What follows belongs to an exercise in optimizing a design on an open flow for small area; a production flow would make more cautious choices. RTL that was checked went through simulation tests only; none was proved equivalent to the original. Power figures rest on the tool's default switching activity, not on a simulated workload. The flow treats the clock pin as an ideal source, which a real chip does not have.

## the reference run
==> flow/design.v <==
package band_pkg;
  localparam int DEFAULT_FREQ_W    = 32;
  localparam int DEFAULT_NUM_BANDS = 8;
endpackage
module band_gt2 (
  input  logic [1:0] a,
  input  logic [1:0] nb,
  input  logic       c,
  output logic       y
);
  logic t;
  assign t = (a[0] & nb[0]) | (a[0] & c) | (nb[0] & c);
  assign y = (a[1] & nb[1]) | (a[1] & t) | (nb[1] & t);
endmodule
module band_gt2_first #(
  parameter bit CI = 1'b0
) (
  input  logic [1:0] a,
  input  logic [1:0] nb,
  output logic       y
);
  logic t;
  assign t = CI ? (a[0] | nb[0]) : (a[0] & nb[0]);
  assign y = (a[1] & nb[1]) | (a[1] & t) | (nb[1] & t);
endmodule
module band_gt #(
  parameter int W  = 32,
  parameter bit GE = 1'b0
) (
  input  logic [W-1:0] a,
  input  logic [W-1:0] nb,
  output logic         gt
);
  logic [W/2:1] c;
  band_gt2_first #(.CI(GE)) u_first (.a(a[1:0]), .nb(nb[1:0]), .y(c[1]));
  for (genvar i = 1; i < W / 2; i++) begin : g_stage
    band_gt2 u_stage (.a(a[2*i+1:2*i]), .nb(nb[2*i+1:2*i]), .c(c[i]), .y(c[i+1]));
  end
  assign gt = c[W/2];
endmodule
module band_mux #(
  parameter int N = 7
) (
  input  logic [N-1:0] d,
  input  logic [N-1:0] s,
  output logic         y
);
  assign y = |(d & s);
endmodule
module band_add_bit #(
  parameter bit K = 1'b0
) (
  input  logic f,
  input  logic c,
  output logic s,
  output logic co
);
  assign s  = f ^ c ^ K;
  assign co = K ? (f | c) : (f & c);
endmodule
module band_inc_bit #(
  parameter bit K = 1'b0
) (
  input  logic x,
  input  logic p,
  input  logic c,
  output logic s,
  output logic pn
);
  if (K) begin : g_one
    assign pn = p | x;
    assign s  = ~(x ^ (c | p));
  end else begin : g_zero
    assign pn = p & x;
    assign s  = x ^ (c & p);
  end
endmodule
module band_add_const #(
  parameter int           W   = 32,
  parameter logic [W-1:0] K   = 1,
  parameter int           U   = W,
  localparam int          LSB = $clog2(K & -K),
  localparam bit          KU  = K[W-1]
) (
  input  logic [W-1:LSB] x,
  output logic [W-1:LSB] s,
  output logic           co,
  output logic           run
);
  logic [U:LSB+1] c;
  logic [W:U+1]   p;
  assign s[LSB]   = ~x[LSB];
  assign c[LSB+1] = x[LSB];
  for (genvar i = LSB + 1; i < U; i++) begin : g_bit
    band_add_bit #(.K(K[i])) u_bit (.f(x[i]), .c(c[i]), .s(s[i]), .co(c[i+1]));
  end
  assign s[U]   = x[U] ^ c[U] ^ KU;
  assign p[U+1] = x[U];
  for (genvar i = U + 1; i < W; i++) begin : g_run
    band_inc_bit #(.K(KU)) u_bit (.x(x[i]), .p(p[i]), .c(c[U]), .s(s[i]), .pn(p[i+1]));
  end
  assign co  = KU ? (c[U] | p[W]) : (c[U] & p[W]);
  assign run = p[W];    
endmodule
module band_dom #(
  parameter int W = 16
) (
  input  logic [W-1:0] a,
  input  logic [W-1:0] nb,
  output logic         p
);
  assign p = &(a | nb);
endmodule
module band_gt_split #(
  parameter int W  = 32,
  parameter int L  = 16,
  parameter bit GE = 1'b0
) (
  input  logic [W-1:0] a,
  input  logic [W-1:0] nb,
  output logic         gt
);
  logic c_lo, g_hi, p_hi;
  band_gt  #(.W(L), .GE(GE)) u_lo (.a(a[L-1:0]), .nb(nb[L-1:0]), .gt(c_lo));
  band_gt  #(.W(W - L))      u_hi (.a(a[W-1:L]), .nb(nb[W-1:L]), .gt(g_hi));
  band_dom #(.W(W - L))      u_p  (.a(a[W-1:L]), .nb(nb[W-1:L]), .p(p_hi));
  assign gt = g_hi | (p_hi & c_lo);
endmodule
module band_match
#(
  parameter int  FREQ_W    = 32,
  parameter int  NUM_BANDS = 8,
  parameter int  HYST_HZ   = 10000,
  parameter int  HIT_SPLIT = 24,
  localparam int IDX_W     = $clog2(NUM_BANDS)
) (
  input  logic [FREQ_W-1:0]                nfreq,
  input  logic [NUM_BANDS-1:1][FREQ_W-1:0] lo,
  input  logic [NUM_BANDS-1:1][FREQ_W-1:0] hi,
  input  logic [NUM_BANDS-1:1]             en,
  input  logic [IDX_W-1:0]                 cur_band,
  output logic [NUM_BANDS-1:1]             hit,
  output logic                             hyst
);
  localparam logic [FREQ_W-1:0] HYST  = FREQ_W'(HYST_HZ);
  localparam logic [FREQ_W-1:0] NHYST = -HYST;
  localparam int HLSB = $clog2(HYST & -HYST);
  localparam int HRUN = $clog2(HYST + 1);
  logic [NUM_BANDS-1:1] lo_gt, hi_gt;
  for (genvar k = 1; k < NUM_BANDS; k++) begin : g_band
    band_gt_split #(.W(FREQ_W), .L(HIT_SPLIT)) u_lo (.a(lo[k]), .nb(nfreq), .gt(lo_gt[k]));
    band_gt_split #(.W(FREQ_W), .L(HIT_SPLIT)) u_hi (.a(hi[k]), .nb(nfreq), .gt(hi_gt[k]));
    assign hit[k] = en[k] & ~lo_gt[k] & hi_gt[k];
  end
  logic [NUM_BANDS-1:1] cur_oh;
  logic [FREQ_W-1:0]    cur_lo, cur_hi;
  logic [FREQ_W-1:0]    nf_plus, nf_minus;
  logic                 plus_fits, f_lt_h, win_lo_gt, win_hi_gt, nf_hi_any;
  for (genvar k = 1; k < NUM_BANDS; k++) begin : g_cur
    assign cur_oh[k] = (cur_band == IDX_W'(k));
  end
  for (genvar i = 0; i < FREQ_W; i++) begin : g_mux
    logic [NUM_BANDS-1:1] lo_i, hi_i;
    for (genvar k = 1; k < NUM_BANDS; k++) begin : g_k
      assign lo_i[k] = lo[k][i];
      assign hi_i[k] = hi[k][i];
    end
    band_mux #(.N(NUM_BANDS - 1)) u_lo (.d(lo_i), .s(cur_oh), .y(cur_lo[i]));
    band_mux #(.N(NUM_BANDS - 1)) u_hi (.d(hi_i), .s(cur_oh), .y(cur_hi[i]));
  end
  assign nf_plus[HLSB-1:0]  = nfreq[HLSB-1:0];
  assign nf_minus[HLSB-1:0] = nfreq[HLSB-1:0];
  band_add_const #(.W(FREQ_W), .K(NHYST), .U(HRUN)) u_plus (
    .x(nfreq[FREQ_W-1:HLSB]), .s(nf_plus[FREQ_W-1:HLSB]), .co(plus_fits), .run(nf_hi_any));
  band_add_const #(.W(FREQ_W), .K(HYST), .U(HRUN)) u_minus (
    .x(nfreq[FREQ_W-1:HLSB]), .s(nf_minus[FREQ_W-1:HLSB]), .co(f_lt_h), .run());
  band_gt_split #(.W(FREQ_W), .L(20)) u_win_lo (.a(cur_lo), .nb(nf_plus),  .gt(win_lo_gt));
  band_gt_split #(.W(FREQ_W), .L(20)) u_win_hi (.a(cur_hi), .nb(nf_minus), .gt(win_hi_gt));
  assign hyst = |(en & cur_oh)
             && !(plus_fits && win_lo_gt)
             && (nf_hi_any || (nfreq[HRUN-1:0] != '0))
             && (f_lt_h || win_hi_gt);
endmodule
module band_filter_sequencer
#(
  parameter int  FREQ_W        = 32,
  parameter int  NUM_BANDS     = 8,
  parameter int  BREAK_CYCLES  = 4,
  parameter int  SETTLE_CYCLES = 8,
  parameter int  HYST_HZ       = 10000,
  localparam int IDX_W         = $clog2(NUM_BANDS)
) (
  input  logic                 clock,
  input  logic                 reset,
  input  logic [FREQ_W-1:0]    frequency,
  input  logic                 freq_valid,
  input  logic                 tx,
  input  logic                 tbl_we,
  input  logic [IDX_W-1:0]     tbl_addr,
  input  logic [FREQ_W-1:0]    tbl_lo,
  input  logic [FREQ_W-1:0]    tbl_hi,
  input  logic                 tbl_en,
  output logic [NUM_BANDS-1:0] filt_sel,
  output logic                 mute,
  output logic                 busy
);
  localparam int SEQ_MAX = SETTLE_CYCLES + BREAK_CYCLES;
  localparam int SEQ_W   = $clog2(SEQ_MAX + 1);
  localparam logic [SEQ_W-1:0] SEQ_BRK  = SEQ_W'(SEQ_MAX);
  localparam logic [SEQ_W-1:0] SEQ_LAST = SEQ_W'(SETTLE_CYCLES + 1);
  logic [FREQ_W-1:0]                nfreq_q;    
  logic [NUM_BANDS-1:1][FREQ_W-1:0] lo_q, hi_q;
  logic [NUM_BANDS-1:1]             en_q;
  logic [IDX_W-1:0]                 cur_q;
  logic [SEQ_W-1:0]                 seq_q;
  logic                             in_break;
  logic [NUM_BANDS-1:1]             hit, hit_q;
  logic                             hyst;
  logic [IDX_W-1:0]                 hcur_q, prio, cand_q;
  band_match #(
    .FREQ_W    (FREQ_W),
    .NUM_BANDS (NUM_BANDS),
    .HYST_HZ   (HYST_HZ)
  ) u_match (
    .nfreq    (nfreq_q),
    .lo       (lo_q),
    .hi       (hi_q),
    .en       (en_q),
    .cur_band (cur_q),
    .hit      (hit),
    .hyst     (hyst)
  );
  always_comb begin
    prio = '0;
    for (int k = NUM_BANDS - 1; k >= 1; k--)
      if (hit_q[k]) prio = IDX_W'(k);
  end
  always_ff @(posedge clock) begin
    for (int k = 1; k < NUM_BANDS; k++) begin
      if (tbl_we && tbl_addr == IDX_W'(k)) begin
        lo_q[k] <= tbl_lo;
        hi_q[k] <= tbl_hi;
      end
    end
  end
  assign in_break = (seq_q > SEQ_W'(SETTLE_CYCLES));
  always_ff @(posedge clock) begin
    if (reset) begin
      nfreq_q <= '1;
      en_q    <= '0;
      cur_q   <= '0;
      seq_q   <= '0;
      hit_q   <= '0;
      hcur_q  <= '0;
      cand_q  <= '0;
    end else begin
      hit_q  <= tx ? '0 : hit;
      hcur_q <= (hyst && !tx) ? cur_q : '0;
      cand_q <= (hcur_q != '0) ? hcur_q : prio;
      if (freq_valid) nfreq_q <= ~frequency;
      for (int k = 1; k < NUM_BANDS; k++)
        if (tbl_we && tbl_addr == IDX_W'(k)) en_q[k] <= tbl_en;
      if (in_break) begin
        seq_q <= seq_q - SEQ_W'(1);
        if (seq_q == SEQ_LAST) cur_q <= cand_q;
      end else if (cand_q != cur_q) begin
        seq_q <= SEQ_BRK;
      end else if (seq_q != '0) begin
        seq_q <= seq_q - SEQ_W'(1);
      end
    end
  end
  assign filt_sel = in_break ? '0 : (NUM_BANDS'(1) << cur_q);
  assign mute     = (seq_q != '0);
  assign busy     = (seq_q != '0);
endmodule
export LEC_CHECK = 0
export CAP_MARGIN = 20
export CORE_MARGIN = 2
export CORE_UTILIZATION = 40
export SLEW_MARGIN = 20
export SYNTH_HIERARCHICAL = 1
export SYNTH_MINIMUM_KEEP_SIZE = 0
create_clock -name core_clock -period 6.5 [get_ports {clock}]
standard.sh (not shown) runs the stock make flow with config.mk's settings and CLKGATE_MAP_FILE= SYNTH_SCRIPT=/design/flow/synth_recipe.tcl, a recipe that flattens the netlist after the stock synthesis.
==> flow/flow/run.sh <==
#!/bin/bash
# The standard layout, with the port buffers made from the smallest buffer cell and a clock
# tree of larger sink clusters without dummy balancing loads.
set -euo pipefail
bash standard.sh \
  'BUFFER_PORTS_ARGS=-buffer_cell sky130_fd_sc_hd__buf_1' \
  'CTS_ARGS=-sink_clustering_enable -repair_clock_nets -sink_clustering_size 30 -sink_clustering_max_diameter 150 -dont_use_dummy_load' \
  finish > make_finish.log 2>&1
The reference run finished end to end and its layout was clean on timing, DRC and antenna.
Modified inputs, the trial run compared to the reference run
--- a/flow/design.v
+++ b/flow/design.v
@@ -81,14 +81,13 @@
   parameter int           U   = W,
   localparam int          LSB = $clog2(K & -K),
   localparam bit          KU  = K[W-1]
 ) (
   input  logic [W-1:LSB] x,
   output logic [W-1:LSB] s,
-  output logic           co,
-  output logic           run
+  output logic           co
 );
   logic [U:LSB+1] c;
   logic [W:U+1]   p;
   assign s[LSB]   = ~x[LSB];
   assign c[LSB+1] = x[LSB];
   for (genvar i = LSB + 1; i < U; i++) begin : g_bit
@@ -96,14 +95,13 @@
   end
   assign s[U]   = x[U] ^ c[U] ^ KU;
   assign p[U+1] = x[U];
   for (genvar i = U + 1; i < W; i++) begin : g_run
     band_inc_bit #(.K(KU)) u_bit (.x(x[i]), .p(p[i]), .c(c[U]), .s(s[i]), .pn(p[i+1]));
   end
-  assign co  = KU ? (c[U] | p[W]) : (c[U] & p[W]);
-  assign run = p[W];    
+  assign co = KU ? (c[U] | p[W]) : (c[U] & p[W]);
 endmodule
 module band_dom #(
   parameter int W = 16
 ) (
   input  logic [W-1:0] a,
   input  logic [W-1:0] nb,
@@ -152,13 +150,13 @@
     band_gt_split #(.W(FREQ_W), .L(HIT_SPLIT)) u_hi (.a(hi[k]), .nb(nfreq), .gt(hi_gt[k]));
     assign hit[k] = en[k] & ~lo_gt[k] & hi_gt[k];
   end
   logic [NUM_BANDS-1:1] cur_oh;
   logic [FREQ_W-1:0]    cur_lo, cur_hi;
   logic [FREQ_W-1:0]    nf_plus, nf_minus;
-  logic                 plus_fits, f_lt_h, win_lo_gt, win_hi_gt, nf_hi_any;
+  logic                 plus_fits, f_lt_h, win_lo_gt, win_hi_gt;
   for (genvar k = 1; k < NUM_BANDS; k++) begin : g_cur
     assign cur_oh[k] = (cur_band == IDX_W'(k));
   end
   for (genvar i = 0; i < FREQ_W; i++) begin : g_mux
     logic [NUM_BANDS-1:1] lo_i, hi_i;
     for (genvar k = 1; k < NUM_BANDS; k++) begin : g_k
@@ -168,20 +166,20 @@
     band_mux #(.N(NUM_BANDS - 1)) u_lo (.d(lo_i), .s(cur_oh), .y(cur_lo[i]));
     band_mux #(.N(NUM_BANDS - 1)) u_hi (.d(hi_i), .s(cur_oh), .y(cur_hi[i]));
   end
   assign nf_plus[HLSB-1:0]  = nfreq[HLSB-1:0];
   assign nf_minus[HLSB-1:0] = nfreq[HLSB-1:0];
   band_add_const #(.W(FREQ_W), .K(NHYST), .U(HRUN)) u_plus (
-    .x(nfreq[FREQ_W-1:HLSB]), .s(nf_plus[FREQ_W-1:HLSB]), .co(plus_fits), .run(nf_hi_any));
+    .x(nfreq[FREQ_W-1:HLSB]), .s(nf_plus[FREQ_W-1:HLSB]), .co(plus_fits));
   band_add_const #(.W(FREQ_W), .K(HYST), .U(HRUN)) u_minus (
-    .x(nfreq[FREQ_W-1:HLSB]), .s(nf_minus[FREQ_W-1:HLSB]), .co(f_lt_h), .run());
-  band_gt_split #(.W(FREQ_W), .L(20)) u_win_lo (.a(cur_lo), .nb(nf_plus),  .gt(win_lo_gt));
-  band_gt_split #(.W(FREQ_W), .L(20)) u_win_hi (.a(cur_hi), .nb(nf_minus), .gt(win_hi_gt));
+    .x(nfreq[FREQ_W-1:HLSB]), .s(nf_minus[FREQ_W-1:HLSB]), .co(f_lt_h));
+  band_gt_split #(.W(FREQ_W)) u_win_lo (.a(cur_lo), .nb(nf_plus),  .gt(win_lo_gt));
+  band_gt_split #(.W(FREQ_W)) u_win_hi (.a(cur_hi), .nb(nf_minus), .gt(win_hi_gt));
   assign hyst = |(en & cur_oh)
              && !(plus_fits && win_lo_gt)
-             && (nf_hi_any || (nfreq[HRUN-1:0] != '0))
+             && (nfreq != '0)
              && (f_lt_h || win_hi_gt);
 endmodule
 module band_filter_sequencer
 #(
   parameter int  FREQ_W        = 32,
   parameter int  NUM_BANDS     = 8,
==> comparison <==
Cmp the reference run and the trial run / leakage power of the design / higher: the reference run
The trial run falls short of the reference run in die area.
The trial run against the reference run; number of global-route vias before repair is down slightly.
Routed wire in the trial run totals less than in the reference run.
As far as final standard cell utilization of the core is concerned, the reference run and the trial run perform about the same.
Looking at share of the cycle needed by the critical path after routing, the trial run sits 0.18 points higher than the reference run does.
Cmp the trial run vs the reference run: average via count per standard cell lower in the trial run
The trial run against the reference run: count of cell instances traversed by the critical path down 1; area added between synthesis and finish down 0.16 points; synthesized cell count up 0.35%.
Area of placed instances delta (the reference run -> the trial run): insignificant
For the reference run, only the layout was checked, not whether the RTL still works.


band_filter_sequencer, a different RTL version from the one above (not shown whole).
Size in the first run: about 2200 cells after synthesis, ~120 I/O pins, ~0.024 mm² of cells after synthesis.
==> module band_match, before the edit <==
module band_match
#(
  parameter int  FREQ_W    = 32,
  parameter int  NUM_BANDS = 8,
  parameter int  HYST_HZ   = 10000,
  localparam int IDX_W     = $clog2(NUM_BANDS)
) (
  input  logic [FREQ_W-1:0]                nfreq,
  input  logic [NUM_BANDS-1:1][FREQ_W-1:0] lo,
  input  logic [NUM_BANDS-1:1][FREQ_W-1:0] hi,
  input  logic [NUM_BANDS-1:1]             en,
  input  logic [IDX_W-1:0]                 cur_band,
  output logic [NUM_BANDS-1:1]             hit,
  output logic                             hyst
);
  localparam logic [FREQ_W-1:0] HYST  = FREQ_W'(HYST_HZ);
  localparam logic [FREQ_W-1:0] NHYST = -HYST;
  localparam int HLSB = $clog2(HYST & -HYST);
  localparam int HRUN = $clog2(HYST + 1);
  logic [NUM_BANDS-1:1] lo_gt, hi_gt;
  for (genvar k = 1; k < NUM_BANDS; k++) begin : g_band
    band_gt #(.W(FREQ_W)) u_lo (.a(lo[k]), .nb(nfreq), .gt(lo_gt[k]));
    band_gt #(.W(FREQ_W)) u_hi (.a(hi[k]), .nb(nfreq), .gt(hi_gt[k]));
    assign hit[k] = en[k] & ~lo_gt[k] & hi_gt[k];
  end
  logic [NUM_BANDS-1:1] cur_oh;
  logic [FREQ_W-1:0]    cur_lo, cur_hi;
  logic [FREQ_W-1:0]    nf_plus, nf_minus;
  logic                 plus_fits, f_lt_h, win_lo_gt, win_hi_gt;
  for (genvar k = 1; k < NUM_BANDS; k++) begin : g_cur
    assign cur_oh[k] = (cur_band == IDX_W'(k));
  end
  for (genvar i = 0; i < FREQ_W; i++) begin : g_mux
    logic [NUM_BANDS-1:1] lo_i, hi_i;
    for (genvar k = 1; k < NUM_BANDS; k++) begin : g_k
      assign lo_i[k] = lo[k][i];
      assign hi_i[k] = hi[k][i];
    end
    band_mux #(.N(NUM_BANDS - 1)) u_lo (.d(lo_i), .s(cur_oh), .y(cur_lo[i]));
    band_mux #(.N(NUM_BANDS - 1)) u_hi (.d(hi_i), .s(cur_oh), .y(cur_hi[i]));
  end
  assign nf_plus[HLSB-1:0]  = nfreq[HLSB-1:0];
  assign nf_minus[HLSB-1:0] = nfreq[HLSB-1:0];
  band_add_const #(.W(FREQ_W), .K(NHYST), .U(HRUN)) u_plus (
    .x(nfreq[FREQ_W-1:HLSB]), .s(nf_plus[FREQ_W-1:HLSB]), .co(plus_fits));
  band_add_const #(.W(FREQ_W), .K(HYST), .U(HRUN)) u_minus (
    .x(nfreq[FREQ_W-1:HLSB]), .s(nf_minus[FREQ_W-1:HLSB]), .co(f_lt_h));
  band_gt_split #(.W(FREQ_W)) u_win_lo (.a(cur_lo), .nb(nf_plus),  .gt(win_lo_gt));
  band_gt_split #(.W(FREQ_W)) u_win_hi (.a(cur_hi), .nb(nf_minus), .gt(win_hi_gt));
  assign hyst = |(en & cur_oh)
             && !(plus_fits && win_lo_gt)
             && (nfreq != '0)
             && (f_lt_h || win_hi_gt);
endmodule
clock: 6.5 ns
lec_check: 0
cap_margin: 20
core_margin: 2
core_utilization: 40
slew_margin: 20
synth_hierarchical: 1
synth_minimum_keep_size: 0
run.sh (not shown) runs the stock make flow with config.mk's settings and CLKGATE_MAP_FILE= SYNTH_SCRIPT=/design/flow/synth_recipe.tcl, a recipe that flattens the netlist after the stock synthesis.
Stock flow here: none of the scripts above is used.
The starting point produced a clean layout.
Then changed:
--- a/flow/design.v
+++ b/flow/design.v
@@ -128,8 +128,9 @@
 #(
   parameter int  FREQ_W    = 32,
   parameter int  NUM_BANDS = 8,
   parameter int  HYST_HZ   = 10000,
+  parameter int  HIT_SPLIT = 24,
   localparam int IDX_W     = $clog2(NUM_BANDS)
 ) (
   input  logic [FREQ_W-1:0]                nfreq,
   input  logic [NUM_BANDS-1:1][FREQ_W-1:0] lo,
@@ -144,10 +145,10 @@
   localparam int HLSB = $clog2(HYST & -HYST);
   localparam int HRUN = $clog2(HYST + 1);
   logic [NUM_BANDS-1:1] lo_gt, hi_gt;
   for (genvar k = 1; k < NUM_BANDS; k++) begin : g_band
-    band_gt #(.W(FREQ_W)) u_lo (.a(lo[k]), .nb(nfreq), .gt(lo_gt[k]));
-    band_gt #(.W(FREQ_W)) u_hi (.a(hi[k]), .nb(nfreq), .gt(hi_gt[k]));
+    band_gt_split #(.W(FREQ_W), .L(HIT_SPLIT)) u_lo (.a(lo[k]), .nb(nfreq), .gt(lo_gt[k]));
+    band_gt_split #(.W(FREQ_W), .L(HIT_SPLIT)) u_hi (.a(hi[k]), .nb(nfreq), .gt(hi_gt[k]));
     assign hit[k] = en[k] & ~lo_gt[k] & hi_gt[k];
   end
   logic [NUM_BANDS-1:1] cur_oh;
   logic [FREQ_W-1:0]    cur_lo, cur_hi;
Synthesized cell count climbs by 3.1%. Worst setup slack improved by 330 ps. Synthesized area climbs by 2.3%. Clock skew climbs by 22 ps. Sequential share of layout area drops by 0.17 points. Count of clock-buffer cells in the layout climbs by 12. Wire length climbs by 3.4%. Cell area stays flat. Core utilization drops by 0.96 points. Global-route usage climbs by 0.62 points. Total power climbs by 1.9%. First-iteration DRC count drops by 7.3%. Final cell count climbs by 3.2%.
Function not checked in the first run of this note: the RTL went through the layout flow alone.

## afterwards: timing with drivers on the ports
How much do the figures lean on ideal ports? The routed layouts below were timed once more, with nothing changed but the port constraints. Step 1: set_driving_cell puts a clkbuf_16 on clock and a buf_2 on each other input, an assumption about the parent block. Step 2, shift: input delay + t, output delay - t, t = (earliest + latest rising clock arrival at the registers) / 2. This alone moves slack from input paths to output paths. Three values: no drivers, after step 1, after step 2; two values: the first two.
| run | t, ns | setup WS [ns] | worst hold slack (ns) | worst data-port slew with drivers (ns) |
|---|---|---|---|---|
| the reference run | 0.626 | 0.369 / 0.369 / 0.369 | 0.514 / 0.514 / 0.514 | 0.12 |
| the trial run | 0.622 | 0.357 / 0.357 / 0.357 | 0.525 / 0.525 / 0.525 | 0.10 |
| the first run of note 2 | 0.655 | 0.311 / 0.311 / 0.311 | 0.503 / 0.503 / 0.503 | 0.08 |
| the second run of note 2 | 0.683 | 0.643 / 0.643 / 0.643 | 0.505 / 0.505 / 0.505 | 0.06 |
After both steps setup and hold are still met in every run listed.
